This design comes from an exercise in tuning for small area, a short achievable clock period and few clock cycles on the open sky130 flow, not from production work. The RTL was checked by simulation tests, not by an equivalence proof against the original design. Power and IR drop assume default switching activity.

==> flow/design.v <==
package dcache_pkg;
    localparam int ADDR_W     = 16;
    localparam int WORD_W     = 32;
    localparam int STRB_W     = WORD_W / 8;
    localparam int LINE_WORDS = 4;
    localparam int LINE_W     = LINE_WORDS * WORD_W;
    localparam int LINES      = 16;
    localparam int OFFSET_W = $clog2(LINE_W / 8);
    localparam int INDEX_W  = $clog2(LINES);
    localparam int TAG_W    = ADDR_W - INDEX_W - OFFSET_W;
    localparam int LADDR_W  = TAG_W + INDEX_W;
    localparam int WSEL_W   = $clog2(LINE_WORDS);   
    typedef enum logic [1:0] {
        IDLE,
        WRITEBACK,
        REFILL,
        FILL
    } miss_state_t;
endpackage
`timescale 1ns/1ps
`timescale 1ns/1ps
`timescale 1ns/1ps
`timescale 1ns/1ps
`timescale 1ns/1ps
module dcache_top (
    input  logic                           CLK,
    input  logic                           RST,
    input  logic                           req_valid,
    output logic                           req_ready,
    input  logic                           req_write,
    input  logic [dcache_pkg::ADDR_W-1:0]  req_addr,
    input  logic [dcache_pkg::WORD_W-1:0]  req_wdata,
    input  logic [dcache_pkg::STRB_W-1:0]  req_wstrb,
    output logic                           rsp_valid,
    output logic [dcache_pkg::WORD_W-1:0]  rsp_rdata,
    output logic                           l2_req_valid,
    output logic [dcache_pkg::LADDR_W-1:0] l2_req_addr,
    input  logic                           l2_rsp_valid,
    input  logic [dcache_pkg::LINE_W-1:0]  l2_rsp_line,
    output logic                           l2_wb_valid,
    output logic [dcache_pkg::LADDR_W-1:0] l2_wb_addr,
    output logic [dcache_pkg::LINE_W-1:0]  l2_wb_line,
    input  logic                           l2_wb_done
);
    localparam int LINES  = dcache_pkg::LINES;
    localparam int WORDS  = dcache_pkg::LINE_WORDS;
    localparam int STRB_W = dcache_pkg::STRB_W;
    localparam int WORD_W = dcache_pkg::WORD_W;
    localparam int LINE_W = dcache_pkg::LINE_W;
    localparam int TAG_W  = dcache_pkg::TAG_W;
    localparam int IDX_W  = dcache_pkg::INDEX_W;
    localparam int WSEL_W = dcache_pkg::WSEL_W;
    logic [LINE_W-1:0] data_q [LINES];
    logic [TAG_W-1:0]  tag_q  [LINES];
    logic [LINES-1:0]  valid_q;
    logic [LINES-1:0]  dirty_q;
    logic              s1_valid;
    logic              s1_hit;      
    logic              wb_busy;     
    logic              rf_busy;     
    logic              s1_write;
    logic [TAG_W-1:0]  s1_tag;
    logic [IDX_W-1:0]  s1_idx;
    logic [WSEL_W-1:0] s1_word;
    logic [WORD_W-1:0] s1_wdata;
    logic [STRB_W-1:0] s1_wstrb;
    logic [TAG_W-1:0]  s1_vtag;     
    logic [LINE_W-1:0] s1_line;     
    logic [WORDS-1:0]  hit_wsel;    
    logic [WORDS-1:0]  rf_wsel;     
    logic              s1_free;     
    logic              fill;
    logic              s1_done;
    logic              s1_wr_arr;
    logic [LINE_W-1:0] merged;
    logic [TAG_W-1:0]  r_tag;
    logic [IDX_W-1:0]  r_idx;
    logic [WSEL_W-1:0] r_word;
    logic              r_same;
    logic [TAG_W-1:0]  r_vtag;
    logic              r_hit;
    logic              r_vdirty;
    logic [LINE_W-1:0] r_line;
    assign fill      = rf_busy && l2_rsp_valid;
    assign s1_done   = s1_hit || fill;
    assign s1_wr_arr = (s1_hit && s1_write) || fill;
    assign rsp_valid = s1_done;
    assign req_ready = s1_free || fill;
    always_comb begin
        rsp_rdata = '0;
        for (int w = 0; w < WORDS; w++) begin
            rsp_rdata = rsp_rdata | ({WORD_W{hit_wsel[w]}} & s1_line[w*WORD_W +: WORD_W])
                                  | ({WORD_W{rf_wsel[w]}} & l2_rsp_line[w*WORD_W +: WORD_W]);
        end
    end
    assign l2_wb_valid  = wb_busy;
    assign l2_wb_addr   = {s1_vtag, s1_idx};
    assign l2_wb_line   = s1_line;
    assign l2_req_valid = rf_busy;
    assign l2_req_addr  = {s1_tag, s1_idx};
    always_comb begin
        merged = rf_busy ? l2_rsp_line : s1_line;
        for (int b = 0; b < STRB_W; b++) begin
            if (s1_write && s1_wstrb[b]) begin
                merged[s1_word*WORD_W + b*8 +: 8] = s1_wdata[b*8 +: 8];
            end
        end
    end
    assign r_tag  = req_addr[dcache_pkg::ADDR_W-1 -: TAG_W];
    assign r_idx  = req_addr[dcache_pkg::OFFSET_W +: IDX_W];
    assign r_word = req_addr[dcache_pkg::OFFSET_W-1 -: WSEL_W];
    assign r_same = s1_done && (r_idx == s1_idx);
    always_comb begin
        if (r_same) begin
            r_vtag   = s1_tag;
            r_hit    = (s1_tag == r_tag);
            r_vdirty = s1_write || (!rf_busy && dirty_q[r_idx]);
            r_line   = merged;
        end else begin
            r_vtag   = tag_q[r_idx];
            r_hit    = valid_q[r_idx] && (tag_q[r_idx] == r_tag);
            r_vdirty = valid_q[r_idx] && dirty_q[r_idx];
            r_line   = data_q[r_idx];
        end
    end
    always_ff @(posedge CLK) begin
        if (RST) begin
            s1_valid <= 1'b0;
            s1_hit   <= 1'b0;
            s1_free  <= 1'b1;
            wb_busy  <= 1'b0;
            rf_busy  <= 1'b0;
            rf_wsel  <= '0;
            hit_wsel <= '0;
        end else if (req_ready) begin
            s1_valid <= req_valid;
            s1_hit   <= req_valid && r_hit;
            s1_free  <= !req_valid || r_hit;
            wb_busy  <= req_valid && !r_hit && r_vdirty;
            rf_busy  <= req_valid && !r_hit && !r_vdirty;
            for (int w = 0; w < WORDS; w++) begin
                rf_wsel[w]  <= req_valid && !r_hit && !r_vdirty && r_word == w;
                hit_wsel[w] <= req_valid && r_hit && r_word == w;
            end
        end else if (wb_busy && l2_wb_done) begin
            wb_busy <= 1'b0;
            rf_busy <= 1'b1;
            for (int w = 0; w < WORDS; w++) begin
                rf_wsel[w] <= s1_word == w;
            end
        end
    end
    always_ff @(posedge CLK) begin
        if (req_ready) begin
            s1_write <= req_write;
            s1_tag   <= r_tag;
            s1_idx   <= r_idx;
            s1_word  <= r_word;
            s1_wdata <= req_wdata;
            s1_wstrb <= req_wstrb;
            s1_vtag  <= r_vtag;
            s1_line  <= r_line;
        end
    end
    always_ff @(posedge CLK) begin
        for (int i = 0; i < LINES; i++) begin
            if (s1_wr_arr && s1_idx == i) begin
                data_q[i]  <= merged;
                dirty_q[i] <= s1_write;
            end
            if (fill && s1_idx == i) begin
                tag_q[i] <= s1_tag;
            end
        end
    end
    always_ff @(posedge CLK) begin
        if (RST) begin
            valid_q <= '0;
        end else if (fill) begin
            valid_q[s1_idx] <= 1'b1;
        end
    end
endmodule
Settings: LEC_CHECK=0, CAP_MARGIN=20, CORE_MARGIN=2, CORE_UTILIZATION=70, CTS_CLUSTER_DIAMETER=80, CTS_CLUSTER_SIZE=24, PLACE_DENSITY=0.75, SETUP_SLACK_MARGIN=3.3, SLEW_MARGIN=20; clock period 6.5 ns.
standard.sh (not shown) runs the stock make flow with config.mk's settings and CLKGATE_MAP_FILE= SYNTH_SCRIPT=/design/flow/synth_recipe.tcl, a recipe that flattens the netlist after the stock synthesis.
==> flow/flow/run.sh <==
#!/bin/bash
set -euo pipefail
bash standard.sh "BUFFER_PORTS_ARGS=-buffer_cell sky130_fd_sc_hd__buf_2" finish > flow_make.log 2>&1
The starting point ran to the end with no violations.
Testbench counts at the start, summed over its fixed seeds: cycles 28,336.
Rerun with:
--- a/flow/design.v
+++ b/flow/design.v
@@ -66,7 +66,7 @@
     logic [STRB_W-1:0] s1_wstrb;
     logic [TAG_W-1:0]  s1_vtag;     
     logic [LINE_W-1:0] s1_line;     
-    logic [WORDS-1:0]  hit_wsel;    
+    logic [WORD_W-1:0] s1_rword;    
     logic [WORDS-1:0]  rf_wsel;     
     logic              s1_free;     
     logic              fill;
@@ -87,10 +87,9 @@
     assign rsp_valid = s1_done;
     assign req_ready = s1_free || fill;
     always_comb begin
-        rsp_rdata = '0;
+        rsp_rdata = s1_rword;
         for (int w = 0; w < WORDS; w++) begin
-            rsp_rdata = rsp_rdata | ({WORD_W{hit_wsel[w]}} & s1_line[w*WORD_W +: WORD_W])
-                                  | ({WORD_W{rf_wsel[w]}} & l2_rsp_line[w*WORD_W +: WORD_W]);
+            rsp_rdata = rsp_rdata | ({WORD_W{rf_wsel[w]}} & l2_rsp_line[w*WORD_W +: WORD_W]);
         end
     end
     assign l2_wb_valid  = wb_busy;
@@ -131,7 +130,6 @@
             wb_busy  <= 1'b0;
             rf_busy  <= 1'b0;
             rf_wsel  <= '0;
-            hit_wsel <= '0;
         end else if (req_ready) begin
             s1_valid <= req_valid;
             s1_hit   <= req_valid && r_hit;
@@ -139,8 +137,7 @@
             wb_busy  <= req_valid && !r_hit && r_vdirty;
             rf_busy  <= req_valid && !r_hit && !r_vdirty;
             for (int w = 0; w < WORDS; w++) begin
-                rf_wsel[w]  <= req_valid && !r_hit && !r_vdirty && r_word == w;
-                hit_wsel[w] <= req_valid && r_hit && r_word == w;
+                rf_wsel[w] <= req_valid && !r_hit && !r_vdirty && r_word == w;
             end
         end else if (wb_busy && l2_wb_done) begin
             wb_busy <= 1'b0;
@@ -160,6 +157,7 @@
             s1_wstrb <= req_wstrb;
             s1_vtag  <= r_vtag;
             s1_line  <= r_line;
+            s1_rword <= r_hit ? r_line[r_word*WORD_W +: WORD_W] : '0;
         end
     end
     always_ff @(posedge CLK) begin
Global-route usage falls by 0.74 points.
Die area went up by 1.8%.
Fmax climbs by 6.2%.
Area after synthesis rose by 1.8%.
Clock power grows by about 2%.
Clock-buffer cell count came out higher by 5.
Final cell count grows by 0.95%.
Synthesized cell count is about the same.
Routed wire length goes up by 1.5%.
Total power rises by 3.7%.
Testbench counts after the change, summed over its fixed seeds: cycles 28,336.

separate check: timing with driven ports:
How much do the figures lean on ideal ports? The routed layouts below were timed once more, with nothing changed but the port constraints. Step 1 assumes that a clkbuf_16 drives the clock port and a buf_2 every other input. Step 2 times the ports against the registers' clock, not the clock port: input delays grow and output delays shrink by t, the midpoint of the rising clock arrivals with the driver on. Three values: no drivers, after step 1, after step 2; two values: the first two.
| run | t (ns) | setup slack, ns | worst setup path after step 2 |
|---|---|---|---|
| the first run | 0.839 | 2.696 / 2.615 / 2.451 | input to register |
| the second run | 0.875 | 2.917 / 2.746 / 1.872 | input to register |
After both steps every run listed still meets setup and hold. For the second run, which loses most, drivers alone change the setup slack by -0.171 ns; drivers and shift together by -1.045 ns.
